Context: an optimization exercise on an open-source flow, tuned for small area, a short achievable clock period and few clock cycles per item. The choices shown serve that exercise and are no tape-out recipe.
In this exercise RTL edits were held to simulation tests only and were not proved equivalent to the original.

==> flow/design.v, too long to show whole: its modules and the start of the top module <==
// module tsp_trig_rom: 36 lines
// module tsp_mul_dist: 1460 lines
// module tsp_mul: 1529 lines
// module tsp_add47: 736 lines
// module tsp_add45: 694 lines
// module tsp_add32: 397 lines
// module tsp_add33: 406 lines
// module tsp_add32s: 489 lines
// module tsp_seq: 76 lines
// module turntable_scan_point_converter_unit: 245 lines
module turntable_scan_point_converter_unit #(
	parameter int TRIG_ENTRIES = tsp_pkg::TRIG_ENTRIES_DEF,
	parameter int SAMPLE_BITS  = tsp_pkg::SAMPLE_BITS_DEF
) (
	input  logic                                clk,
	input  logic                                arst_n,
	input  logic                                s_tvalid,
	output logic                                s_tready,
	input  logic [((SAMPLE_BITS+7)/8)*8-1:0]    s_tdata,   
	input  logic                                s_tuser,   
	output logic                                m_tvalid,
	input  logic                                m_tready,
	output logic [tsp_pkg::OUT_TDATA_W-1:0]     m_tdata,
	output logic                                m_tuser,   
	input  logic                                cfg_valid,
	output logic                                cfg_ready,
	input  logic [tsp_pkg::CFG_IDX_W-1:0]       cfg_index,
	input  logic [tsp_pkg::CFG_DATA_W-1:0]      cfg_data
);
  // ...
==> flow/flow/run.sh <==
#!/bin/bash
set -euo pipefail
MARGIN=$(sed -n 's/^SETUP_MARGIN=//p' flow/margin.txt)
bash standard.sh SETUP_SLACK_MARGIN=$MARGIN finish > make.log 2>&1
==> flow/flow/margin.txt <==
SETUP_MARGIN=7.0
==> flow/standard.sh <==
#!/bin/bash
# synth_recipe.tcl (not shown) runs the flow's synth.tcl, then flattens the netlist and writes it again
# the make line also repeats each setting of config.mk as NAME=value (left out here)
make -C /OpenROAD-flow-scripts/flow DESIGN_CONFIG=/design/flow/config.mk WORK_HOME=/design/flow/orfs CLKGATE_MAP_FILE= SYNTH_SCRIPT=/design/flow/synth_recipe.tcl "${@:-finish}"
==> flow/config.mk <==
export PLATFORM = sky130hd
export DESIGN_NAME = turntable_scan_point_converter_unit
export DESIGN_NICKNAME = turntable_scan_point_converter_unit
export VERILOG_FILES = /design/flow/design.v
export SDC_FILE = /design/flow/constraint.sdc
export NUM_CORES = 4
export LEC_CHECK = 0
export ABC_AREA = 1
export CAP_MARGIN = 20
export CORE_MARGIN = 2
export CORE_UTILIZATION = 55
export PLACE_DENSITY = 0.7
export SETUP_SLACK_MARGIN = 5
export SLEW_MARGIN = 20
==> flow/constraint.sdc <==
create_clock -name core_clock -period 11.0 [get_ports {clk}]
set_input_delay 2.2000 -clock core_clock [delete_from_list [all_inputs] [get_ports {clk}]]
set_output_delay 2.2000 -clock core_clock [all_outputs]
set_load 0.01 [all_outputs]
==> out/results.txt, run 1 <==
routing usage on met2 = 48.55%
GR Layer Usage met1 = 37.46%
Core Region = 135800 um^2
outcome = complete, no violations
DR WL met3 = 17.01 mm
Yosys top cell area share = 19.72%
crit-path max cell delay = 1.02 ns
Crit. path cell count = 7
Synth cell types = 65
clk_skew = 0.05377 ns
Rel. slew slack = 17.63%
Skew-Pair Late Insertion Delay = 0.73 ns
adder-cell area share of the yosys netlist = 25.87%
post-synthesis simple-gate area fraction = 12.24%
# resized after CTS = 22
dpl hpwl = 146.4 mm
count leader, synth = inv_1
Reg2Reg Launch Point = sd0_q[14]
register area = 22800 um^2
HP Start = cmd0_q
Crit Reg-Reg Endpoint = vc1_q[22]
min-delay worst type = flip-flop to flip-flop
final core occ = 60.39%
GPL Wtd Cong = 0.9255
Testbench counts, summed over its fixed seeds: cycles 12,040, items 12,000.
==> module tsp_add47, before the edit <==
module tsp_add47 (
	input  logic [46:0] a,
	input  logic [46:0] b,
	input  logic ci,
	output logic [46:0] sum,
	output logic co
);
	logic g0;
	logic p0;
	logic g1;
	logic p1;
	logic g2;
	logic p2;
	logic g3;
	logic p3;
	logic g4;
	logic p4;
	logic g5;
	logic p5;
	logic g6;
	logic p6;
	logic g7;
	logic p7;
	logic g8;
	logic p8;
	logic g9;
	logic p9;
	logic g10;
	logic p10;
	logic g11;
	logic p11;
	logic g12;
	logic p12;
	logic g13;
	logic p13;
	logic g14;
	logic p14;
	logic g15;
	logic p15;
	logic g16;
	logic p16;
	logic g17;
	logic p17;
	logic g18;
	logic p18;
	logic g19;
	logic p19;
	logic g20;
	logic p20;
	logic g21;
	logic p21;
	logic g22;
	logic p22;
	logic g23;
	logic p23;
	logic g24;
	logic p24;
	logic g25;
	logic p25;
	logic g26;
	logic p26;
	logic g27;
	logic p27;
	logic g28;
	logic p28;
	logic g29;
	logic p29;
	logic g30;
	logic p30;
	logic g31;
	logic p31;
	logic g32;
	logic p32;
	logic g33;
	logic p33;
	logic g34;
	logic p34;
	logic g35;
	logic p35;
	logic g36;
	logic p36;
	logic g37;
	logic p37;
	logic g38;
	logic p38;
	logic g39;
	logic p39;
	logic g40;
	logic p40;
	logic g41;
	logic p41;
	logic g42;
	logic p42;
	logic g43;
	logic p43;
	logic g44;
	logic p44;
	logic g45;
	logic p45;
	logic g46;
	logic p46;
	logic G0;
	logic P0;
	logic G1;
	logic P1;
	logic G2;
	logic P2;
	logic G3;
	logic P3;
	logic G4;
	logic P4;
	logic G5;
	logic P5;
	logic G6;
	logic P6;
	logic G7;
	logic P7;
	logic G8;
	logic P8;
	logic G9;
	logic P9;
	logic G10;
	logic P10;
	logic G11;
	logic P11;
	logic G12;
	logic P12;
	logic G13;
	logic P13;
	logic G14;
	logic P14;
	logic G15;
	logic P15;
	logic G16;
	logic P16;
	logic G17;
	logic P17;
	logic G18;
	logic P18;
	logic G19;
	logic P19;
	logic G20;
	logic P20;
	logic G21;
	logic P21;
	logic G22;
	logic P22;
	logic G23;
	logic P23;
	logic G24;
	logic P24;
	logic G25;
	logic P25;
	logic G26;
	logic P26;
	logic G27;
	logic P27;
	logic G28;
	logic P28;
	logic G29;
	logic P29;
	logic G30;
	logic P30;
	logic G31;
	logic P31;
	logic G32;
	logic P32;
	logic G33;
	logic P33;
	logic G34;
	logic P34;
	logic G35;
	logic P35;
	logic G36;
	logic P36;
	logic G37;
	logic P37;
	logic G38;
	logic P38;
	logic G39;
	logic P39;
	logic G40;
	logic P40;
	logic G41;
	logic P41;
	logic G42;
	logic P42;
	logic G43;
	logic P43;
	logic G44;
	logic P44;
	logic G45;
	logic P45;
	logic G46;
	logic P46;
	logic G47;
	logic P47;
	logic G48;
	logic P48;
	logic G49;
	logic P49;
	logic G50;
	logic P50;
	logic G51;
	logic P51;
	logic G52;
	logic P52;
	logic G53;
	logic P53;
	logic G54;
	logic P54;
	logic G55;
	logic P55;
	logic G56;
	logic P56;
	logic G57;
	logic P57;
	logic G58;
	logic P58;
	logic G59;
	logic P59;
	logic G60;
	logic P60;
	logic G61;
	logic P61;
	logic G62;
	logic P62;
	logic G63;
	logic P63;
	logic G64;
	logic P64;
	logic G65;
	logic P65;
	logic G66;
	logic P66;
	logic G67;
	logic P67;
	logic G68;
	logic P68;
	logic G69;
	logic P69;
	logic G70;
	logic P70;
	logic G71;
	logic P71;
	logic G72;
	logic P72;
	logic G73;
	logic P73;
	logic G74;
	logic P74;
	logic G75;
	logic P75;
	logic G76;
	logic P76;
	logic G77;
	logic P77;
	logic G78;
	logic P78;
	logic G79;
	logic P79;
	logic G80;
	logic P80;
	logic G81;
	logic P81;
	logic G82;
	logic P82;
	logic G83;
	logic P83;
	logic G84;
	logic P84;
	logic G85;
	logic P85;
	logic G86;
	logic P86;
	logic G87;
	logic P87;
	logic G88;
	logic P88;
	logic G89;
	logic P89;
	logic G90;
	logic P90;
	logic G91;
	logic P91;
	logic G92;
	logic P92;
	logic G93;
	logic P93;
	logic G94;
	logic P94;
	logic G95;
	logic P95;
	logic G96;
	logic P96;
	logic G97;
	logic P97;
	logic G98;
	logic P98;
	logic G99;
	logic P99;
	logic G100;
	logic P100;
	logic G101;
	logic P101;
	logic G102;
	logic P102;
	logic G103;
	logic P103;
	logic G104;
	logic P104;
	logic G105;
	logic P105;
	logic G106;
	logic P106;
	logic G107;
	logic P107;
	logic G108;
	logic P108;
	logic G109;
	logic P109;
	logic G110;
	logic P110;
	logic G111;
	logic P111;
	logic G112;
	logic P112;
	logic G113;
	logic P113;
	logic G114;
	logic P114;
	logic G115;
	logic P115;
	logic G116;
	logic P116;
	logic G117;
	logic P117;
	logic G118;
	logic P118;
	logic G119;
	logic P119;
	logic G120;
	logic P120;
	logic G121;
	logic P121;
	logic G122;
	logic P122;
	assign g0 = (a[0] & b[0]) | (ci & (a[0] ^ b[0]));
	assign p0 = a[0] ^ b[0];
	assign g1 = a[1] & b[1];
	assign p1 = a[1] ^ b[1];
	assign g2 = a[2] & b[2];
	assign p2 = a[2] ^ b[2];
	assign g3 = a[3] & b[3];
	assign p3 = a[3] ^ b[3];
	assign g4 = a[4] & b[4];
	assign p4 = a[4] ^ b[4];
	assign g5 = a[5] & b[5];
	assign p5 = a[5] ^ b[5];
	assign g6 = a[6] & b[6];
	assign p6 = a[6] ^ b[6];
	assign g7 = a[7] & b[7];
	assign p7 = a[7] ^ b[7];
	assign g8 = a[8] & b[8];
	assign p8 = a[8] ^ b[8];
	assign g9 = a[9] & b[9];
	assign p9 = a[9] ^ b[9];
	assign g10 = a[10] & b[10];
	assign p10 = a[10] ^ b[10];
	assign g11 = a[11] & b[11];
	assign p11 = a[11] ^ b[11];
	assign g12 = a[12] & b[12];
	assign p12 = a[12] ^ b[12];
	assign g13 = a[13] & b[13];
	assign p13 = a[13] ^ b[13];
	assign g14 = a[14] & b[14];
	assign p14 = a[14] ^ b[14];
	assign g15 = a[15] & b[15];
	assign p15 = a[15] ^ b[15];
	assign g16 = a[16] & b[16];
	assign p16 = a[16] ^ b[16];
	assign g17 = a[17] & b[17];
	assign p17 = a[17] ^ b[17];
	assign g18 = a[18] & b[18];
	assign p18 = a[18] ^ b[18];
	assign g19 = a[19] & b[19];
	assign p19 = a[19] ^ b[19];
	assign g20 = a[20] & b[20];
	assign p20 = a[20] ^ b[20];
	assign g21 = a[21] & b[21];
	assign p21 = a[21] ^ b[21];
	assign g22 = a[22] & b[22];
	assign p22 = a[22] ^ b[22];
	assign g23 = a[23] & b[23];
	assign p23 = a[23] ^ b[23];
	assign g24 = a[24] & b[24];
	assign p24 = a[24] ^ b[24];
	assign g25 = a[25] & b[25];
	assign p25 = a[25] ^ b[25];
	assign g26 = a[26] & b[26];
	assign p26 = a[26] ^ b[26];
	assign g27 = a[27] & b[27];
	assign p27 = a[27] ^ b[27];
	assign g28 = a[28] & b[28];
	assign p28 = a[28] ^ b[28];
	assign g29 = a[29] & b[29];
	assign p29 = a[29] ^ b[29];
	assign g30 = a[30] & b[30];
	assign p30 = a[30] ^ b[30];
	assign g31 = a[31] & b[31];
	assign p31 = a[31] ^ b[31];
	assign g32 = a[32] & b[32];
	assign p32 = a[32] ^ b[32];
	assign g33 = a[33] & b[33];
	assign p33 = a[33] ^ b[33];
	assign g34 = a[34] & b[34];
	assign p34 = a[34] ^ b[34];
	assign g35 = a[35] & b[35];
	assign p35 = a[35] ^ b[35];
	assign g36 = a[36] & b[36];
	assign p36 = a[36] ^ b[36];
	assign g37 = a[37] & b[37];
	assign p37 = a[37] ^ b[37];
	assign g38 = a[38] & b[38];
	assign p38 = a[38] ^ b[38];
	assign g39 = a[39] & b[39];
	assign p39 = a[39] ^ b[39];
	assign g40 = a[40] & b[40];
	assign p40 = a[40] ^ b[40];
	assign g41 = a[41] & b[41];
	assign p41 = a[41] ^ b[41];
	assign g42 = a[42] & b[42];
	assign p42 = a[42] ^ b[42];
	assign g43 = a[43] & b[43];
	assign p43 = a[43] ^ b[43];
	assign g44 = a[44] & b[44];
	assign p44 = a[44] ^ b[44];
	assign g45 = a[45] & b[45];
	assign p45 = a[45] ^ b[45];
	assign g46 = a[46] & b[46];
	assign p46 = a[46] ^ b[46];
	assign G0 = g1 | (p1 & g0);
	assign P0 = p1 & p0;
	assign G1 = g3 | (p3 & g2);
	assign P1 = p3 & p2;
	assign G2 = g5 | (p5 & g4);
	assign P2 = p5 & p4;
	assign G3 = g7 | (p7 & g6);
	assign P3 = p7 & p6;
	assign G4 = g9 | (p9 & g8);
	assign P4 = p9 & p8;
	assign G5 = g11 | (p11 & g10);
	assign P5 = p11 & p10;
	assign G6 = g13 | (p13 & g12);
	assign P6 = p13 & p12;
	assign G7 = g15 | (p15 & g14);
	assign P7 = p15 & p14;
	assign G8 = g17 | (p17 & g16);
	assign P8 = p17 & p16;
	assign G9 = g19 | (p19 & g18);
	assign P9 = p19 & p18;
	assign G10 = g21 | (p21 & g20);
	assign P10 = p21 & p20;
	assign G11 = g23 | (p23 & g22);
	assign P11 = p23 & p22;
	assign G12 = g25 | (p25 & g24);
	assign P12 = p25 & p24;
	assign G13 = g27 | (p27 & g26);
	assign P13 = p27 & p26;
	assign G14 = g29 | (p29 & g28);
	assign P14 = p29 & p28;
	assign G15 = g31 | (p31 & g30);
	assign P15 = p31 & p30;
	assign G16 = g33 | (p33 & g32);
	assign P16 = p33 & p32;
	assign G17 = g35 | (p35 & g34);
	assign P17 = p35 & p34;
	assign G18 = g37 | (p37 & g36);
	assign P18 = p37 & p36;
	assign G19 = g39 | (p39 & g38);
	assign P19 = p39 & p38;
	assign G20 = g41 | (p41 & g40);
	assign P20 = p41 & p40;
	assign G21 = g43 | (p43 & g42);
	assign P21 = p43 & p42;
	assign G22 = g45 | (p45 & g44);
	assign P22 = p45 & p44;
	assign G23 = g2 | (p2 & G0);
	assign P23 = p2 & P0;
	assign G24 = G1 | (P1 & G0);
	assign P24 = P1 & P0;
	assign G25 = g6 | (p6 & G2);
	assign P25 = p6 & P2;
	assign G26 = G3 | (P3 & G2);
	assign P26 = P3 & P2;
	assign G27 = g10 | (p10 & G4);
	assign P27 = p10 & P4;
	assign G28 = G5 | (P5 & G4);
	assign P28 = P5 & P4;
	assign G29 = g14 | (p14 & G6);
	assign P29 = p14 & P6;
	assign G30 = G7 | (P7 & G6);
	assign P30 = P7 & P6;
	assign G31 = g18 | (p18 & G8);
	assign P31 = p18 & P8;
	assign G32 = G9 | (P9 & G8);
	assign P32 = P9 & P8;
	assign G33 = g22 | (p22 & G10);
	assign P33 = p22 & P10;
	assign G34 = G11 | (P11 & G10);
	assign P34 = P11 & P10;
	assign G35 = g26 | (p26 & G12);
	assign P35 = p26 & P12;
	assign G36 = G13 | (P13 & G12);
	assign P36 = P13 & P12;
	assign G37 = g30 | (p30 & G14);
	assign P37 = p30 & P14;
	assign G38 = G15 | (P15 & G14);
	assign P38 = P15 & P14;
	assign G39 = g34 | (p34 & G16);
	assign P39 = p34 & P16;
	assign G40 = G17 | (P17 & G16);
	assign P40 = P17 & P16;
	assign G41 = g38 | (p38 & G18);
	assign P41 = p38 & P18;
	assign G42 = G19 | (P19 & G18);
	assign P42 = P19 & P18;
	assign G43 = g42 | (p42 & G20);
	assign P43 = p42 & P20;
	assign G44 = G21 | (P21 & G20);
	assign P44 = P21 & P20;
	assign G45 = g46 | (p46 & G22);
	assign P45 = p46 & P22;
	assign G46 = g4 | (p4 & G24);
	assign P46 = p4 & P24;
	assign G47 = G2 | (P2 & G24);
	assign P47 = P2 & P24;
	assign G48 = G25 | (P25 & G24);
	assign P48 = P25 & P24;
	assign G49 = G26 | (P26 & G24);
	assign P49 = P26 & P24;
	assign G50 = g12 | (p12 & G28);
	assign P50 = p12 & P28;
	assign G51 = G6 | (P6 & G28);
	assign P51 = P6 & P28;
	assign G52 = G29 | (P29 & G28);
	assign P52 = P29 & P28;
	assign G53 = G30 | (P30 & G28);
	assign P53 = P30 & P28;
	assign G54 = g20 | (p20 & G32);
	assign P54 = p20 & P32;
	assign G55 = G10 | (P10 & G32);
	assign P55 = P10 & P32;
	assign G56 = G33 | (P33 & G32);
	assign P56 = P33 & P32;
	assign G57 = G34 | (P34 & G32);
	assign P57 = P34 & P32;
	assign G58 = g28 | (p28 & G36);
	assign P58 = p28 & P36;
	assign G59 = G14 | (P14 & G36);
	assign P59 = P14 & P36;
	assign G60 = G37 | (P37 & G36);
	assign P60 = P37 & P36;
	assign G61 = G38 | (P38 & G36);
	assign P61 = P38 & P36;
	assign G62 = g36 | (p36 & G40);
	assign P62 = p36 & P40;
	assign G63 = G18 | (P18 & G40);
	assign P63 = P18 & P40;
	assign G64 = G41 | (P41 & G40);
	assign P64 = P41 & P40;
	assign G65 = G42 | (P42 & G40);
	assign P65 = P42 & P40;
	assign G66 = g44 | (p44 & G44);
	assign P66 = p44 & P44;
	assign G67 = G22 | (P22 & G44);
	assign P67 = P22 & P44;
	assign G68 = G45 | (P45 & G44);
	assign P68 = P45 & P44;
	assign G69 = g8 | (p8 & G49);
	assign P69 = p8 & P49;
	assign G70 = G4 | (P4 & G49);
	assign P70 = P4 & P49;
	assign G71 = G27 | (P27 & G49);
	assign P71 = P27 & P49;
	assign G72 = G28 | (P28 & G49);
	assign P72 = P28 & P49;
	assign G73 = G50 | (P50 & G49);
	assign P73 = P50 & P49;
	assign G74 = G51 | (P51 & G49);
	assign P74 = P51 & P49;
	assign G75 = G52 | (P52 & G49);
	assign P75 = P52 & P49;
	assign G76 = G53 | (P53 & G49);
	assign P76 = P53 & P49;
	assign G77 = g24 | (p24 & G57);
	assign P77 = p24 & P57;
	assign G78 = G12 | (P12 & G57);
	assign P78 = P12 & P57;
	assign G79 = G35 | (P35 & G57);
	assign P79 = P35 & P57;
	assign G80 = G36 | (P36 & G57);
	assign P80 = P36 & P57;
	assign G81 = G58 | (P58 & G57);
	assign P81 = P58 & P57;
	assign G82 = G59 | (P59 & G57);
	assign P82 = P59 & P57;
	assign G83 = G60 | (P60 & G57);
	assign P83 = P60 & P57;
	assign G84 = G61 | (P61 & G57);
	assign P84 = P61 & P57;
	assign G85 = g40 | (p40 & G65);
	assign P85 = p40 & P65;
	assign G86 = G20 | (P20 & G65);
	assign P86 = P20 & P65;
	assign G87 = G43 | (P43 & G65);
	assign P87 = P43 & P65;
	assign G88 = G44 | (P44 & G65);
	assign P88 = P44 & P65;
	assign G89 = G66 | (P66 & G65);
	assign P89 = P66 & P65;
	assign G90 = G67 | (P67 & G65);
	assign P90 = P67 & P65;
	assign G91 = G68 | (P68 & G65);
	assign P91 = P68 & P65;
	assign G92 = g16 | (p16 & G76);
	assign P92 = p16 & P76;
	assign G93 = G8 | (P8 & G76);
	assign P93 = P8 & P76;
	assign G94 = G31 | (P31 & G76);
	assign P94 = P31 & P76;
	assign G95 = G32 | (P32 & G76);
	assign P95 = P32 & P76;
	assign G96 = G54 | (P54 & G76);
	assign P96 = P54 & P76;
	assign G97 = G55 | (P55 & G76);
	assign P97 = P55 & P76;
	assign G98 = G56 | (P56 & G76);
	assign P98 = P56 & P76;
	assign G99 = G57 | (P57 & G76);
	assign P99 = P57 & P76;
	assign G100 = G77 | (P77 & G76);
	assign P100 = P77 & P76;
	assign G101 = G78 | (P78 & G76);
	assign P101 = P78 & P76;
	assign G102 = G79 | (P79 & G76);
	assign P102 = P79 & P76;
	assign G103 = G80 | (P80 & G76);
	assign P103 = P80 & P76;
	assign G104 = G81 | (P81 & G76);
	assign P104 = P81 & P76;
	assign G105 = G82 | (P82 & G76);
	assign P105 = P82 & P76;
	assign G106 = G83 | (P83 & G76);
	assign P106 = P83 & P76;
	assign G107 = G84 | (P84 & G76);
	assign P107 = P84 & P76;
	assign G108 = g32 | (p32 & G107);
	assign P108 = p32 & P107;
	assign G109 = G16 | (P16 & G107);
	assign P109 = P16 & P107;
	assign G110 = G39 | (P39 & G107);
	assign P110 = P39 & P107;
	assign G111 = G40 | (P40 & G107);
	assign P111 = P40 & P107;
	assign G112 = G62 | (P62 & G107);
	assign P112 = P62 & P107;
	assign G113 = G63 | (P63 & G107);
	assign P113 = P63 & P107;
	assign G114 = G64 | (P64 & G107);
	assign P114 = P64 & P107;
	assign G115 = G65 | (P65 & G107);
	assign P115 = P65 & P107;
	assign G116 = G85 | (P85 & G107);
	assign P116 = P85 & P107;
	assign G117 = G86 | (P86 & G107);
	assign P117 = P86 & P107;
	assign G118 = G87 | (P87 & G107);
	assign P118 = P87 & P107;
	assign G119 = G88 | (P88 & G107);
	assign P119 = P88 & P107;
	assign G120 = G89 | (P89 & G107);
	assign P120 = P89 & P107;
	assign G121 = G90 | (P90 & G107);
	assign P121 = P90 & P107;
	assign G122 = G91 | (P91 & G107);
	assign P122 = P91 & P107;
	assign sum[0] = p0 ^ ci;
	assign sum[1] = p1 ^ g0;
	assign sum[2] = p2 ^ G0;
	assign sum[3] = p3 ^ G23;
	assign sum[4] = p4 ^ G24;
	assign sum[5] = p5 ^ G46;
	assign sum[6] = p6 ^ G47;
	assign sum[7] = p7 ^ G48;
	assign sum[8] = p8 ^ G49;
	assign sum[9] = p9 ^ G69;
	assign sum[10] = p10 ^ G70;
	assign sum[11] = p11 ^ G71;
	assign sum[12] = p12 ^ G72;
	assign sum[13] = p13 ^ G73;
	assign sum[14] = p14 ^ G74;
	assign sum[15] = p15 ^ G75;
	assign sum[16] = p16 ^ G76;
	assign sum[17] = p17 ^ G92;
	assign sum[18] = p18 ^ G93;
	assign sum[19] = p19 ^ G94;
	assign sum[20] = p20 ^ G95;
	assign sum[21] = p21 ^ G96;
	assign sum[22] = p22 ^ G97;
	assign sum[23] = p23 ^ G98;
	assign sum[24] = p24 ^ G99;
	assign sum[25] = p25 ^ G100;
	assign sum[26] = p26 ^ G101;
	assign sum[27] = p27 ^ G102;
	assign sum[28] = p28 ^ G103;
	assign sum[29] = p29 ^ G104;
	assign sum[30] = p30 ^ G105;
	assign sum[31] = p31 ^ G106;
	assign sum[32] = p32 ^ G107;
	assign sum[33] = p33 ^ G108;
	assign sum[34] = p34 ^ G109;
	assign sum[35] = p35 ^ G110;
	assign sum[36] = p36 ^ G111;
	assign sum[37] = p37 ^ G112;
	assign sum[38] = p38 ^ G113;
	assign sum[39] = p39 ^ G114;
	assign sum[40] = p40 ^ G115;
	assign sum[41] = p41 ^ G116;
	assign sum[42] = p42 ^ G117;
	assign sum[43] = p43 ^ G118;
	assign sum[44] = p44 ^ G119;
	assign sum[45] = p45 ^ G120;
	assign sum[46] = p46 ^ G121;
	assign co = G122;
endmodule
==> inputs of run 2 (changes only) <==
--- a/flow/design.v
+++ b/flow/design.v
@@ -3365,82 +3365,2 @@
 	logic P82;
-	logic G83;
-	logic P83;
-	logic G84;
-	logic P84;
-	logic G85;
-	logic P85;
-	logic G86;
-	logic P86;
-	logic G87;
-	logic P87;
-	logic G88;
-	logic P88;
-	logic G89;
-	logic P89;
-	logic G90;
-	logic P90;
-	logic G91;
-	logic P91;
-	logic G92;
-	logic P92;
-	logic G93;
-	logic P93;
-	logic G94;
-	logic P94;
-	logic G95;
-	logic P95;
-	logic G96;
-	logic P96;
-	logic G97;
-	logic P97;
-	logic G98;
-	logic P98;
-	logic G99;
-	logic P99;
-	logic G100;
-	logic P100;
-	logic G101;
-	logic P101;
-	logic G102;
-	logic P102;
-	logic G103;
-	logic P103;
-	logic G104;
-	logic P104;
-	logic G105;
-	logic P105;
-	logic G106;
-	logic P106;
-	logic G107;
-	logic P107;
-	logic G108;
-	logic P108;
-	logic G109;
-	logic P109;
-	logic G110;
-	logic P110;
-	logic G111;
-	logic P111;
-	logic G112;
-	logic P112;
-	logic G113;
-	logic P113;
-	logic G114;
-	logic P114;
-	logic G115;
-	logic P115;
-	logic G116;
-	logic P116;
-	logic G117;
-	logic P117;
-	logic G118;
-	logic P118;
-	logic G119;
-	logic P119;
-	logic G120;
-	logic P120;
-	logic G121;
-	logic P121;
-	logic G122;
-	logic P122;
 	assign g0 = (a[0] & b[0]) | (ci & (a[0] ^ b[0]));
@@ -3585,202 +3505,122 @@
 	assign P22 = p45 & p44;
-	assign G23 = g2 | (p2 & G0);
-	assign P23 = p2 & P0;
-	assign G24 = G1 | (P1 & G0);
-	assign P24 = P1 & P0;
-	assign G25 = g6 | (p6 & G2);
-	assign P25 = p6 & P2;
-	assign G26 = G3 | (P3 & G2);
-	assign P26 = P3 & P2;
-	assign G27 = g10 | (p10 & G4);
-	assign P27 = p10 & P4;
-	assign G28 = G5 | (P5 & G4);
-	assign P28 = P5 & P4;
-	assign G29 = g14 | (p14 & G6);
-	assign P29 = p14 & P6;
-	assign G30 = G7 | (P7 & G6);
-	assign P30 = P7 & P6;
-	assign G31 = g18 | (p18 & G8);
-	assign P31 = p18 & P8;
-	assign G32 = G9 | (P9 & G8);
-	assign P32 = P9 & P8;
-	assign G33 = g22 | (p22 & G10);
-	assign P33 = p22 & P10;
-	assign G34 = G11 | (P11 & G10);
-	assign P34 = P11 & P10;
-	assign G35 = g26 | (p26 & G12);
-	assign P35 = p26 & P12;
-	assign G36 = G13 | (P13 & G12);
-	assign P36 = P13 & P12;
-	assign G37 = g30 | (p30 & G14);
-	assign P37 = p30 & P14;
-	assign G38 = G15 | (P15 & G14);
-	assign P38 = P15 & P14;
-	assign G39 = g34 | (p34 & G16);
-	assign P39 = p34 & P16;
-	assign G40 = G17 | (P17 & G16);
-	assign P40 = P17 & P16;
-	assign G41 = g38 | (p38 & G18);
-	assign P41 = p38 & P18;
-	assign G42 = G19 | (P19 & G18);
-	assign P42 = P19 & P18;
-	assign G43 = g42 | (p42 & G20);
-	assign P43 = p42 & P20;
-	assign G44 = G21 | (P21 & G20);
-	assign P44 = P21 & P20;
-	assign G45 = g46 | (p46 & G22);
-	assign P45 = p46 & P22;
-	assign G46 = g4 | (p4 & G24);
-	assign P46 = p4 & P24;
-	assign G47 = G2 | (P2 & G24);
-	assign P47 = P2 & P24;
-	assign G48 = G25 | (P25 & G24);
-	assign P48 = P25 & P24;
-	assign G49 = G26 | (P26 & G24);
-	assign P49 = P26 & P24;
-	assign G50 = g12 | (p12 & G28);
-	assign P50 = p12 & P28;
-	assign G51 = G6 | (P6 & G28);
-	assign P51 = P6 & P28;
-	assign G52 = G29 | (P29 & G28);
-	assign P52 = P29 & P28;
-	assign G53 = G30 | (P30 & G28);
-	assign P53 = P30 & P28;
-	assign G54 = g20 | (p20 & G32);
-	assign P54 = p20 & P32;
-	assign G55 = G10 | (P10 & G32);
-	assign P55 = P10 & P32;
-	assign G56 = G33 | (P33 & G32);
-	assign P56 = P33 & P32;
-	assign G57 = G34 | (P34 & G32);
-	assign P57 = P34 & P32;
-	assign G58 = g28 | (p28 & G36);
-	assign P58 = p28 & P36;
-	assign G59 = G14 | (P14 & G36);
-	assign P59 = P14 & P36;
-	assign G60 = G37 | (P37 & G36);
-	assign P60 = P37 & P36;
-	assign G61 = G38 | (P38 & G36);
-	assign P61 = P38 & P36;
-	assign G62 = g36 | (p36 & G40);
-	assign P62 = p36 & P40;
-	assign G63 = G18 | (P18 & G40);
-	assign P63 = P18 & P40;
-	assign G64 = G41 | (P41 & G40);
-	assign P64 = P41 & P40;
-	assign G65 = G42 | (P42 & G40);
-	assign P65 = P42 & P40;
-	assign G66 = g44 | (p44 & G44);
-	assign P66 = p44 & P44;
-	assign G67 = G22 | (P22 & G44);
-	assign P67 = P22 & P44;
-	assign G68 = G45 | (P45 & G44);
-	assign P68 = P45 & P44;
-	assign G69 = g8 | (p8 & G49);
-	assign P69 = p8 & P49;
-	assign G70 = G4 | (P4 & G49);
-	assign P70 = P4 & P49;
-	assign G71 = G27 | (P27 & G49);
-	assign P71 = P27 & P49;
-	assign G72 = G28 | (P28 & G49);
-	assign P72 = P28 & P49;
-	assign G73 = G50 | (P50 & G49);
-	assign P73 = P50 & P49;
-	assign G74 = G51 | (P51 & G49);
-	assign P74 = P51 & P49;
-	assign G75 = G52 | (P52 & G49);
-	assign P75 = P52 & P49;
-	assign G76 = G53 | (P53 & G49);
-	assign P76 = P53 & P49;
-	assign G77 = g24 | (p24 & G57);
-	assign P77 = p24 & P57;
-	assign G78 = G12 | (P12 & G57);
-	assign P78 = P12 & P57;
-	assign G79 = G35 | (P35 & G57);
-	assign P79 = P35 & P57;
-	assign G80 = G36 | (P36 & G57);
-	assign P80 = P36 & P57;
-	assign G81 = G58 | (P58 & G57);
-	assign P81 = P58 & P57;
-	assign G82 = G59 | (P59 & G57);
-	assign P82 = P59 & P57;
-	assign G83 = G60 | (P60 & G57);
-	assign P83 = P60 & P57;
-	assign G84 = G61 | (P61 & G57);
-	assign P84 = P61 & P57;
-	assign G85 = g40 | (p40 & G65);
-	assign P85 = p40 & P65;
-	assign G86 = G20 | (P20 & G65);
-	assign P86 = P20 & P65;
-	assign G87 = G43 | (P43 & G65);
-	assign P87 = P43 & P65;
-	assign G88 = G44 | (P44 & G65);
-	assign P88 = P44 & P65;
-	assign G89 = G66 | (P66 & G65);
-	assign P89 = P66 & P65;
-	assign G90 = G67 | (P67 & G65);
-	assign P90 = P67 & P65;
-	assign G91 = G68 | (P68 & G65);
-	assign P91 = P68 & P65;
-	assign G92 = g16 | (p16 & G76);
-	assign P92 = p16 & P76;
-	assign G93 = G8 | (P8 & G76);
-	assign P93 = P8 & P76;
-	assign G94 = G31 | (P31 & G76);
-	assign P94 = P31 & P76;
-	assign G95 = G32 | (P32 & G76);
-	assign P95 = P32 & P76;
-	assign G96 = G54 | (P54 & G76);
-	assign P96 = P54 & P76;
-	assign G97 = G55 | (P55 & G76);
-	assign P97 = P55 & P76;
-	assign G98 = G56 | (P56 & G76);
-	assign P98 = P56 & P76;
-	assign G99 = G57 | (P57 & G76);
-	assign P99 = P57 & P76;
-	assign G100 = G77 | (P77 & G76);
-	assign P100 = P77 & P76;
-	assign G101 = G78 | (P78 & G76);
-	assign P101 = P78 & P76;
-	assign G102 = G79 | (P79 & G76);
-	assign P102 = P79 & P76;
-	assign G103 = G80 | (P80 & G76);
-	assign P103 = P80 & P76;
-	assign G104 = G81 | (P81 & G76);
-	assign P104 = P81 & P76;
-	assign G105 = G82 | (P82 & G76);
-	assign P105 = P82 & P76;
-	assign G106 = G83 | (P83 & G76);
-	assign P106 = P83 & P76;
-	assign G107 = G84 | (P84 & G76);
-	assign P107 = P84 & P76;
-	assign G108 = g32 | (p32 & G107);
-	assign P108 = p32 & P107;
-	assign G109 = G16 | (P16 & G107);
-	assign P109 = P16 & P107;
-	assign G110 = G39 | (P39 & G107);
-	assign P110 = P39 & P107;
-	assign G111 = G40 | (P40 & G107);
-	assign P111 = P40 & P107;
-	assign G112 = G62 | (P62 & G107);
-	assign P112 = P62 & P107;
-	assign G113 = G63 | (P63 & G107);
-	assign P113 = P63 & P107;
-	assign G114 = G64 | (P64 & G107);
-	assign P114 = P64 & P107;
-	assign G115 = G65 | (P65 & G107);
-	assign P115 = P65 & P107;
-	assign G116 = G85 | (P85 & G107);
-	assign P116 = P85 & P107;
-	assign G117 = G86 | (P86 & G107);
-	assign P117 = P86 & P107;
-	assign G118 = G87 | (P87 & G107);
-	assign P118 = P87 & P107;
-	assign G119 = G88 | (P88 & G107);
-	assign P119 = P88 & P107;
-	assign G120 = G89 | (P89 & G107);
-	assign P120 = P89 & P107;
-	assign G121 = G90 | (P90 & G107);
-	assign P121 = P90 & P107;
-	assign G122 = G91 | (P91 & G107);
-	assign P122 = P91 & P107;
+	assign G23 = G1 | (P1 & G0);
+	assign P23 = P1 & P0;
+	assign G24 = G3 | (P3 & G2);
+	assign P24 = P3 & P2;
+	assign G25 = G5 | (P5 & G4);
+	assign P25 = P5 & P4;
+	assign G26 = G7 | (P7 & G6);
+	assign P26 = P7 & P6;
+	assign G27 = G9 | (P9 & G8);
+	assign P27 = P9 & P8;
+	assign G28 = G11 | (P11 & G10);
+	assign P28 = P11 & P10;
+	assign G29 = G13 | (P13 & G12);
+	assign P29 = P13 & P12;
+	assign G30 = G15 | (P15 & G14);
+	assign P30 = P15 & P14;
+	assign G31 = G17 | (P17 & G16);
+	assign P31 = P17 & P16;
+	assign G32 = G19 | (P19 & G18);
+	assign P32 = P19 & P18;
+	assign G33 = G21 | (P21 & G20);
+	assign P33 = P21 & P20;
+	assign G34 = G24 | (P24 & G23);
+	assign P34 = P24 & P23;
+	assign G35 = G26 | (P26 & G25);
+	assign P35 = P26 & P25;
+	assign G36 = G28 | (P28 & G27);
+	assign P36 = P28 & P27;
+	assign G37 = G30 | (P30 & G29);
+	assign P37 = P30 & P29;
+	assign G38 = G32 | (P32 & G31);
+	assign P38 = P32 & P31;
+	assign G39 = G35 | (P35 & G34);
+	assign P39 = P35 & P34;
+	assign G40 = G37 | (P37 & G36);
+	assign P40 = P37 & P36;
+	assign G41 = G40 | (P40 & G39);
+	assign P41 = P40 & P39;
+	assign G42 = G36 | (P36 & G39);
+	assign P42 = P36 & P39;
+	assign G43 = G38 | (P38 & G41);
+	assign P43 = P38 & P41;
+	assign G44 = G25 | (P25 & G34);
+	assign P44 = P25 & P34;
+	assign G45 = G27 | (P27 & G39);
+	assign P45 = P27 & P39;
+	assign G46 = G29 | (P29 & G42);
+	assign P46 = P29 & P42;
+	assign G47 = G31 | (P31 & G41);
+	assign P47 = P31 & P41;
+	assign G48 = G33 | (P33 & G43);
+	assign P48 = P33 & P43;
+	assign G49 = G2 | (P2 & G23);
+	assign P49 = P2 & P23;
+	assign G50 = G4 | (P4 & G34);
+	assign P50 = P4 & P34;
+	assign G51 = G6 | (P6 & G44);
+	assign P51 = P6 & P44;
+	assign G52 = G8 | (P8 & G39);
+	assign P52 = P8 & P39;
+	assign G53 = G10 | (P10 & G45);
+	assign P53 = P10 & P45;
+	assign G54 = G12 | (P12 & G42);
+	assign P54 = P12 & P42;
+	assign G55 = G14 | (P14 & G46);
+	assign P55 = P14 & P46;
+	assign G56 = G16 | (P16 & G41);
+	assign P56 = P16 & P41;
+	assign G57 = G18 | (P18 & G47);
+	assign P57 = P18 & P47;
+	assign G58 = G20 | (P20 & G43);
+	assign P58 = P20 & P43;
+	assign G59 = G22 | (P22 & G48);
+	assign P59 = P22 & P48;
+	assign G60 = g2 | (p2 & G0);
+	assign P60 = p2 & P0;
+	assign G61 = g4 | (p4 & G23);
+	assign P61 = p4 & P23;
+	assign G62 = g6 | (p6 & G49);
+	assign P62 = p6 & P49;
+	assign G63 = g8 | (p8 & G34);
+	assign P63 = p8 & P34;
+	assign G64 = g10 | (p10 & G50);
+	assign P64 = p10 & P50;
+	assign G65 = g12 | (p12 & G44);
+	assign P65 = p12 & P44;
+	assign G66 = g14 | (p14 & G51);
+	assign P66 = p14 & P51;
+	assign G67 = g16 | (p16 & G39);
+	assign P67 = p16 & P39;
+	assign G68 = g18 | (p18 & G52);
+	assign P68 = p18 & P52;
+	assign G69 = g20 | (p20 & G45);
+	assign P69 = p20 & P45;
+	assign G70 = g22 | (p22 & G53);
+	assign P70 = p22 & P53;
+	assign G71 = g24 | (p24 & G42);
+	assign P71 = p24 & P42;
+	assign G72 = g26 | (p26 & G54);
+	assign P72 = p26 & P54;
+	assign G73 = g28 | (p28 & G46);
+	assign P73 = p28 & P46;
+	assign G74 = g30 | (p30 & G55);
+	assign P74 = p30 & P55;
+	assign G75 = g32 | (p32 & G41);
+	assign P75 = p32 & P41;
+	assign G76 = g34 | (p34 & G56);
+	assign P76 = p34 & P56;
+	assign G77 = g36 | (p36 & G47);
+	assign P77 = p36 & P47;
+	assign G78 = g38 | (p38 & G57);
+	assign P78 = p38 & P57;
+	assign G79 = g40 | (p40 & G43);
+	assign P79 = p40 & P43;
+	assign G80 = g42 | (p42 & G58);
+	assign P80 = p42 & P58;
+	assign G81 = g44 | (p44 & G48);
+	assign P81 = p44 & P48;
+	assign G82 = g46 | (p46 & G59);
+	assign P82 = p46 & P59;
 	assign sum[0] = p0 ^ ci;
@@ -3788,47 +3628,47 @@
 	assign sum[2] = p2 ^ G0;
-	assign sum[3] = p3 ^ G23;
-	assign sum[4] = p4 ^ G24;
-	assign sum[5] = p5 ^ G46;
-	assign sum[6] = p6 ^ G47;
-	assign sum[7] = p7 ^ G48;
-	assign sum[8] = p8 ^ G49;
-	assign sum[9] = p9 ^ G69;
-	assign sum[10] = p10 ^ G70;
-	assign sum[11] = p11 ^ G71;
-	assign sum[12] = p12 ^ G72;
-	assign sum[13] = p13 ^ G73;
-	assign sum[14] = p14 ^ G74;
-	assign sum[15] = p15 ^ G75;
-	assign sum[16] = p16 ^ G76;
-	assign sum[17] = p17 ^ G92;
-	assign sum[18] = p18 ^ G93;
-	assign sum[19] = p19 ^ G94;
-	assign sum[20] = p20 ^ G95;
-	assign sum[21] = p21 ^ G96;
-	assign sum[22] = p22 ^ G97;
-	assign sum[23] = p23 ^ G98;
-	assign sum[24] = p24 ^ G99;
-	assign sum[25] = p25 ^ G100;
-	assign sum[26] = p26 ^ G101;
-	assign sum[27] = p27 ^ G102;
-	assign sum[28] = p28 ^ G103;
-	assign sum[29] = p29 ^ G104;
-	assign sum[30] = p30 ^ G105;
-	assign sum[31] = p31 ^ G106;
-	assign sum[32] = p32 ^ G107;
-	assign sum[33] = p33 ^ G108;
-	assign sum[34] = p34 ^ G109;
-	assign sum[35] = p35 ^ G110;
-	assign sum[36] = p36 ^ G111;
-	assign sum[37] = p37 ^ G112;
-	assign sum[38] = p38 ^ G113;
-	assign sum[39] = p39 ^ G114;
-	assign sum[40] = p40 ^ G115;
-	assign sum[41] = p41 ^ G116;
-	assign sum[42] = p42 ^ G117;
-	assign sum[43] = p43 ^ G118;
-	assign sum[44] = p44 ^ G119;
-	assign sum[45] = p45 ^ G120;
-	assign sum[46] = p46 ^ G121;
-	assign co = G122;
+	assign sum[3] = p3 ^ G60;
+	assign sum[4] = p4 ^ G23;
+	assign sum[5] = p5 ^ G61;
+	assign sum[6] = p6 ^ G49;
+	assign sum[7] = p7 ^ G62;
+	assign sum[8] = p8 ^ G34;
+	assign sum[9] = p9 ^ G63;
+	assign sum[10] = p10 ^ G50;
+	assign sum[11] = p11 ^ G64;
+	assign sum[12] = p12 ^ G44;
+	assign sum[13] = p13 ^ G65;
+	assign sum[14] = p14 ^ G51;
+	assign sum[15] = p15 ^ G66;
+	assign sum[16] = p16 ^ G39;
+	assign sum[17] = p17 ^ G67;
+	assign sum[18] = p18 ^ G52;
+	assign sum[19] = p19 ^ G68;
+	assign sum[20] = p20 ^ G45;
+	assign sum[21] = p21 ^ G69;
+	assign sum[22] = p22 ^ G53;
+	assign sum[23] = p23 ^ G70;
+	assign sum[24] = p24 ^ G42;
+	assign sum[25] = p25 ^ G71;
+	assign sum[26] = p26 ^ G54;
+	assign sum[27] = p27 ^ G72;
+	assign sum[28] = p28 ^ G46;
+	assign sum[29] = p29 ^ G73;
+	assign sum[30] = p30 ^ G55;
+	assign sum[31] = p31 ^ G74;
+	assign sum[32] = p32 ^ G41;
+	assign sum[33] = p33 ^ G75;
+	assign sum[34] = p34 ^ G56;
+	assign sum[35] = p35 ^ G76;
+	assign sum[36] = p36 ^ G47;
+	assign sum[37] = p37 ^ G77;
+	assign sum[38] = p38 ^ G57;
+	assign sum[39] = p39 ^ G78;
+	assign sum[40] = p40 ^ G43;
+	assign sum[41] = p41 ^ G79;
+	assign sum[42] = p42 ^ G58;
+	assign sum[43] = p43 ^ G80;
+	assign sum[44] = p44 ^ G48;
+	assign sum[45] = p45 ^ G81;
+	assign sum[46] = p46 ^ G59;
+	assign co = G82;
 endmodule
--- a/flow/config.mk
+++ b/flow/config.mk
@@ -9,5 +9,6 @@
 export CAP_MARGIN = 20
+export CELL_PAD_IN_SITES_DETAIL_PLACEMENT = 1
 export CORE_MARGIN = 2
-export CORE_UTILIZATION = 55
-export PLACE_DENSITY = 0.7
+export CORE_UTILIZATION = 45
+export PLACE_DENSITY = 0.6
 export SETUP_SLACK_MARGIN = 5
==> out/results.txt, run 2 <==
CTS Buf Count = 96
most frequent cells in the layout = 1525 x inv_1, 1188 x nand2_1, 805 x xor2_1
Fill cells = 18995
Placed Area = 78150 um^2
Rel. slew slack = 27.04% (+9.4 points)
crit-path max cell delay = 0.56 ns (-0.46 ns)
CP Cell Sequence = clkinvlp_4 > o22ai_1 > xor2_1 > fa_1 > fa_1 > fa_1 > inv_1 > fa_1
fraction of registers with async set/reset = 39.04%
Yosys top cell area share = 19.86% (+0.14 points)
CTS tree = yes
Commonest cells post-synth = 1539 x inv_1, 1194 x nand2_1, 805 x xor2_1, 689 x o22ai_1, 676 x fa_1
Die Span X = 411.8 um
Worst Path Required = 11.49 ns
clk sinks = 812
adder-cell area share of the yosys netlist = 26.76% (+0.88 points)
Synth Warn # = 4
setup repair after global routing missed its margin = true
initial core utilization = 45.37%
number of synthesized flops with an enable pin = 495
layout cells sized above 1 = 5.625%
Core Region = 165000 um^2 (+21%)
H-tree Lvls = 3
mux cell area share after synthesis = 0.03009%
Compound-Gate Fraction of Synth Area = 10.67%
Hold Fails Final Rpt = 0
WL/cell = 22.32 um
Finished Cell Area = 82100 um^2
Clock Root Buffer = clkbuf_16
Place WS = 5.399 ns
kind of critical path = flip-flop to flip-flop
Synth cell types = 64 (-1.5%)
Layout Nets = 9473
Worst Tran Pin Value = 1.085 ns
dpl hpwl = 164.4 mm (+12%)
initial antenna violation count = 11
wirelength, routed = 234.5 mm
top cells by area, synth = edfxtp_1 20%, fa_1 18%, dfrtp_1 11%
CP startpoint kind = flip-flop
Worst setup EP type = flip-flop
cell count after synthesis = 8274
maxcap violations = 0
Synth Area in XOR/XNOR = 10.03%
vias in the first global route = 65496
Slew Limit Fails = 0
clk_skew = 0.06228 ns (+0.008506 ns)
DR vias/cell = 5.711
drt pass-1 iters = 7
count leader, synth = inv_1
clock buffer depth = 3
outcome = complete, no violations
Worst Path Arrival = 4.49 ns
number of cell rows = 149
global-route wire length before repair = 366.0 mm
Netlist Area Pre-Place = 74850 um^2
final setup fails = 0
routed vias = 59972
hold depth = 0
IO Port Bufs = 152
Min-Delay Endpoint = vc1_q[0]
R2R Setup Slk = 7.00 ns
Reg2Reg Launch Point = sd0_q[13]
post-synthesis simple-gate area fraction = 11.68% (-0.56 points)
CP dominant cell by count = fa_1
Crit-path slowest cell = clkinvlp_4
register area share after synthesis = 30.46%
die area = 169600 um^2
largest family of logic cells by synthesized area = adder cells
worst r2r path cells = 8
most common cell after layout, fill and taps aside = inv_1
initial drt markers = 4489
Main synth FF type = edfxtp_1
Crit Reg-Reg Endpoint = vc1_q[15]
achievable frequency = 249.7 MHz
Remaining Overflow, GRT = 0
Tot GR Track Use = 27.42%
Tcrit/Tclk final = 36.40%
min-delay worst type = flip-flop to flip-flop
GPL Wtd Cong = 0.9041 (-2.3%)
Avg Inst Size Synth = 9.046 um^2
Area Growth Syn to Fin = 9.689%
cell accounting for the most synthesized area = edfxtp_1
CP Buf/Inv Count = 2
IO Pins = 165
HP Start = co_q[0]
Final WS setup = 6.996 ns
fin crit period = 4.004 ns
Crit path max-delay family = adder cells
Clock transition at path regs = 0.06 ns
DIE HEIGHT = 411.8 um
pin count of the biggest net entering global routing = 150
# DRC = 0
crit path from = sd0_q[13]
Yosys reg bits = 812
Skew-Pair Late Insertion Delay = 0.78 ns (+0.05 ns)
Top Registers = xs3_q (47), ys3_q (47)
Critical Path Fanout Max = 31
DRT antenna net count = 0
run 2: cell types whose count changed in the layout (fill, tap and decap cells not counted), sizes merged, moves of 8 or more:
cell    before   now
a21oi      214   187
a31oi       21    12
clkbuf     129   115
diode        2    11
fa         650   676
inv       1601  1553
nand2     1184  1217
nand3      379   268
nand3b      22    12
nor2       400   378
nor3        48    38
o211ai      14    23
o21ai      384   356
o22ai      697   689
run 2: stage by stage:
step                util [%]  setup TNS [ns]  std cells  hold slack [ns]
CTS                    49.59               0      10472           0.4225
finish                 49.76               0      10502           0.4196
detailed placement     47.37               0      10271           0.4095
floorplan                  -          -1.495       8280           0.4003
global placement       47.37               0      10271           0.4041
global route           49.75               0      10491           0.4294
run 2: kinds of logic after synthesis:
family | after synthesis
muxes | 2
AOI/OAI and AO/OA | 1353
adders and majority gates | 1195
and+or+nand+nor | 2028
DFF | 812
xor gates and xnor gates | 857
buffers and inverters | 2025
other | 2
run 2: area by class of cell:
type,count,area (um^2),share of cell area [%]
clock inverters,65,794.5,0.9677
inverters,1566,5941,7.236
multi-input cells,5445,44450,54.14
clock buffers,114,2530,3.081
well taps,2189,2739,3.336
repair inverters,6,45.04,0.05486
repair buffers,294,2774,3.379
flip-flops and latches,812,22800,27.77
diodes,11,27.53,0.03353
run 2: repair_timing:
action                     CTS  global route
pin swaps                    2             0
resized for setup           36            24
setup endpoints to repair  390           237
buffers inserted            19             9
hold buffers                 0             0
cloned                       3             8
run 2: worst max-delay path by stage:
stage	depth (start not counted)	slack, ns	to
floorplan	3	-0.12	sk_cmd_q
global placement	11	5.59	u_seq.total_q[26]
detailed placement	11	5.40	u_seq.total_q[9]
CTS	8	6.94	vc1_q[32]
global route	8	6.89	vc1_q[15]
finish	8	7.00	vc1_q[15]
run 2: layer usage:
metal	vias to the layer above	GRT usage (%)	part of all wire (%)
li1	26589	-	-
met1	30319	34.16	40
met2	2314	47.09	49
met3	732	4.021	6.4
met4	18	12.21	4.8
met5	-	0	0.064
Testbench counts of run 2, summed over its fixed seeds: cycles 12,040, items 12,000.
==> inputs of run 3 (changes only) <==
==> flow/flow/margin.txt (replaced) <==
SETUP_MARGIN=7.4
--- a/flow/config.mk
+++ b/flow/config.mk
@@ -9,6 +9,5 @@
 export CAP_MARGIN = 20
-export CELL_PAD_IN_SITES_DETAIL_PLACEMENT = 1
 export CORE_MARGIN = 2
-export CORE_UTILIZATION = 45
-export PLACE_DENSITY = 0.6
+export CORE_UTILIZATION = 55
+export PLACE_DENSITY = 0.7
 export SETUP_SLACK_MARGIN = 5
==> out/results.txt, run 3 <==
outcome = complete, no violations
clk sinks = 812 (unchanged)
GPL Wtd Cong = 0.9499 (+5.1%)
register area share after synthesis = 30.46% (unchanged)
vias in the first global route = 60455 (-7.7%)
global-route wire length before repair = 331.2 mm (-9.5%)
Tcrit/Tclk final = 34.83% (-1.6 points)
CTS tree = yes
initial drt markers = 6238 (+39%)
Clock transition at path regs = 0.06 ns (about the same)
DIE HEIGHT = 372.9 um (-9.5%)
initial antenna violation count = 8 (-3)
WL/cell = 21.18 um (-5.1%)
Yosys top cell area share = 19.86% (unchanged)
wirelength, routed = 216.9 mm (-7.5%)
Avg Inst Size Synth = 9.046 um^2 (unchanged)
dpl hpwl = 146.2 mm (-11%)
Core Region = 135300 um^2 (-18%)
initial core utilization = 55.32% (+10 points)
DR vias/cell = 5.866 (+2.7%)
Clock Root Buffer = clkbuf_16
Skew-Pair Late Insertion Delay = 0.74 ns (-0.04 ns)
Non-Filler Instances = 10241 (-2.5%)
min-delay worst type = flip-flop to flip-flop
routed vias = 60078 (+0.18%)
CP Cell Sequence = buf_4 > clkinvlp_4 > clkbuf_16 > o22ai_4 > xor2_2 > fa_2 > inv_1 > fa_2 > fa_1 > inv_1 > fa_1
cell accounting for the most synthesized area = edfxtp_1
IO Port Bufs = 152 (unchanged)
Placed Cells = 9871 (-3.9%)
Worst Path Arrival = 4.28 ns (-0.21 ns)
clock buffer depth = 3 (unchanged)
IO Pins = 165 (unchanged)
Min-Delay Endpoint = cmd3_q
CTS Buf Count = 93 (-3.1%)
Main synth FF type = edfxtp_1
top cells by area, synth = edfxtp_1 20%, fa_1 18%, dfrtp_1 11%
H-tree Lvls = 3 (unchanged)
count leader, synth = inv_1
Crit path max-delay family = adder cells
fraction of registers with async set/reset = 39.04% (unchanged)
Place WS = 5.365 ns (-0.03450 ns)
die area = 139100 um^2 (-18%)
Worst Tran Pin Value = 1.192 ns (+0.1069 ns)
Commonest cells post-synth = 1539 x inv_1, 1194 x nand2_1, 805 x xor2_1, 689 x o22ai_1, 676 x fa_1
Hold Fails Final Rpt = 0 (unchanged)
cell count after synthesis = 8274 (unchanged)
Final WS setup = 7.169 ns (+0.1733 ns)
Crit-path slowest cell = fa_1
crit-path max cell delay = 0.57 ns (about the same)
DRT antenna net count = 0 (unchanged)
Post-CTS Hold Fix Bufs = 0 (unchanged)
setup repair after global routing missed its margin = true
maxcap violations = 0 (unchanged)
pin count of the biggest net entering global routing = 174 (+16%)
Critical Path Fanout Max = 7 (-77%)
# DRC = 0 (unchanged)
CP Buf/Inv Count = 5 (+3)
number of synthesized flops with an enable pin = 495 (unchanged)
R2R Setup Slk = 7.17 ns (+0.17 ns)
Netlist Area Pre-Place = 74850 um^2 (unchanged)
Crit Reg-Reg Endpoint = vc1_q[18]
fin crit period = 3.831 ns (-0.1733 ns)
kind of critical path = flip-flop to flip-flop
Synth cell types = 64 (unchanged)
Top Registers = xs3_q (47), ys3_q (47)
Worst setup EP type = flip-flop
Area Growth Syn to Fin = 12.91%
Layout Nets = 9627 (+1.6%)
Rel. slew slack = 20.53% (-6.5 points)
number of cell rows = 135 (-9.4%)
layout cells sized above 1 = 9.227% (+3.6 points)
Reg2Reg Launch Point = sd0_q[3]
HP Start = cmd2_q
achievable frequency = 261.0 MHz (+4.5%)
CP startpoint kind = flip-flop
setup_tns = 0 ns (unchanged)
Worst Path Required = 11.44 ns (-0.05 ns)
clk_skew = 0.05051 ns (-0.01177 ns)
worst r2r path cells = 11 (+3)
hold depth = 0 (unchanged)
Tot GR Track Use = 30.03% (+2.6 points)
Die Span X = 372.9 um (-9.5%)
final setup fails = 0 (unchanged)
Remaining Overflow, GRT = 0 (unchanged)
Yosys reg bits = 812 (unchanged)
Synth Warn # = 4 (unchanged)
Slew Limit Fails = 0 (unchanged)
drt pass-1 iters = 19 (+12)
most common cell after layout, fill and taps aside = inv_1
most frequent cells in the layout = 1489 x inv_1, 1185 x nand2_1, 789 x xor2_1
run 3: cell counts after synthesis:
Identical to the previous run, type by type.
run 3: worst max-delay path by stage:
stage                          from          end  slack (ns)  depth (start not counted)
after CTS                 cfg_valid   slope_q[3]        7.32                          5
after global routing       sd0_q[3]    vc1_q[18]        7.16                         11
final                      sd0_q[3]    vc1_q[18]        7.17                         11
after floorplan            m_tready     sk_cmd_q       -0.12                          3
after detailed placement   m_tready  x_out_q[26]        5.36                          5
after global placement     m_tready  x_out_q[25]        5.47                          5
run 3: stage by stage:
| step | hold WS, ns | cell area [um^2] | utilization [%] |
|---|---|---|---|
| 5_1_grt | 0.4245 | 84500 | 62.45 |
| 3_3_place_gp | 0.4034 | 77670 | 57.41 |
| 4_1_cts | 0.4158 | 82080 | 60.67 |
| 6_report | 0.4159 | 84510 | 62.46 |
| 3_5_place_dp | 0.4045 | 77680 | 57.41 |
| 2_1_floorplan | 0.4003 | 74900 | - |
run 3: layout make-up:
| type | count | area (um^2) |
|---|---|---|
| inverters | 1566 | 6067 |
| diodes | 7 | 17.52 |
| repair inverters | 17 | 117.6 |
| multi-input cells | 5444 | 45180 |
| well taps | 1781 | 2228 |
| fillers | 10913 | 50790 |
| clock buffers | 127 | 2589 |
| flip-flops and latches | 812 | 22810 |
| repair buffers | 441 | 5030 |
| clock inverters | 46 | 478.0 |
run 3: what timing repair did:
action | 4_1_cts | 5_1_grt
resized for setup | 335 | 316
setup endpoints to repair | 862 | 603
pin swaps | 9 | 51
cloned | 17 | 18
buffers inserted | 79 | 76
run 3: metal layers:
metal / global-route usage (%) / vias to the layer above / share of wire (%)
met5: 0 / - / 0.045
met4: 14.64 / 6 / 5.9
met2: 49.70 / 3262 / 47
met3: 5.581 / 941 / 9.6
met1: 37.93 / 28955 / 38
li1: - / 26914 / -
run 3: logic make-up after synthesis:
group,Yosys count,share of synthesized area (%)
multiplexers,2,0.03009
other,2,0.01003
XOR/XNOR,857,10.03
adder cells (fa/ha/maj),1195,26.76
flip-flops,812,30.46
AND/OR/NAND/NOR,2028,11.68
buffers and inverters,2025,10.37
AO/OA/AOI/OAI,1353,10.67

## re-timing with driven ports
The flow's constraints put no driver on any port. The routed layouts listed below were extracted and timed again, unchanged, in two steps. Step 1: set_driving_cell puts a clkbuf_16 on clk and a buf_2 on each other input, an assumption about the parent block. Step 2 adds t to the input delays and takes it off the output delays; t is the mean of the earliest and latest rising clock arrival at the registers after step 1. Input paths then give back, and output paths get back, about the clock's delay inside the block. Three values: ideal ports, drivers, drivers and shift; two values: the first two.
run	shift t [ns]	slack for setup (ns)	worst hold slack (ns)
run 1	0.784	7.047 / 7.036 / 6.320	0.421 / 0.421 / 0.421
run 2	0.834	6.996 / 6.992 / 6.263	0.420 / 0.420 / 0.420
run 3	0.794	7.169 / 7.169 / 6.700	0.416 / 0.416 / 0.416
After both steps setup and hold are still met in every run listed. The setup slack of run 2, which loses most, moves by -0.004 ns with the drivers and by -0.733 ns with both steps.
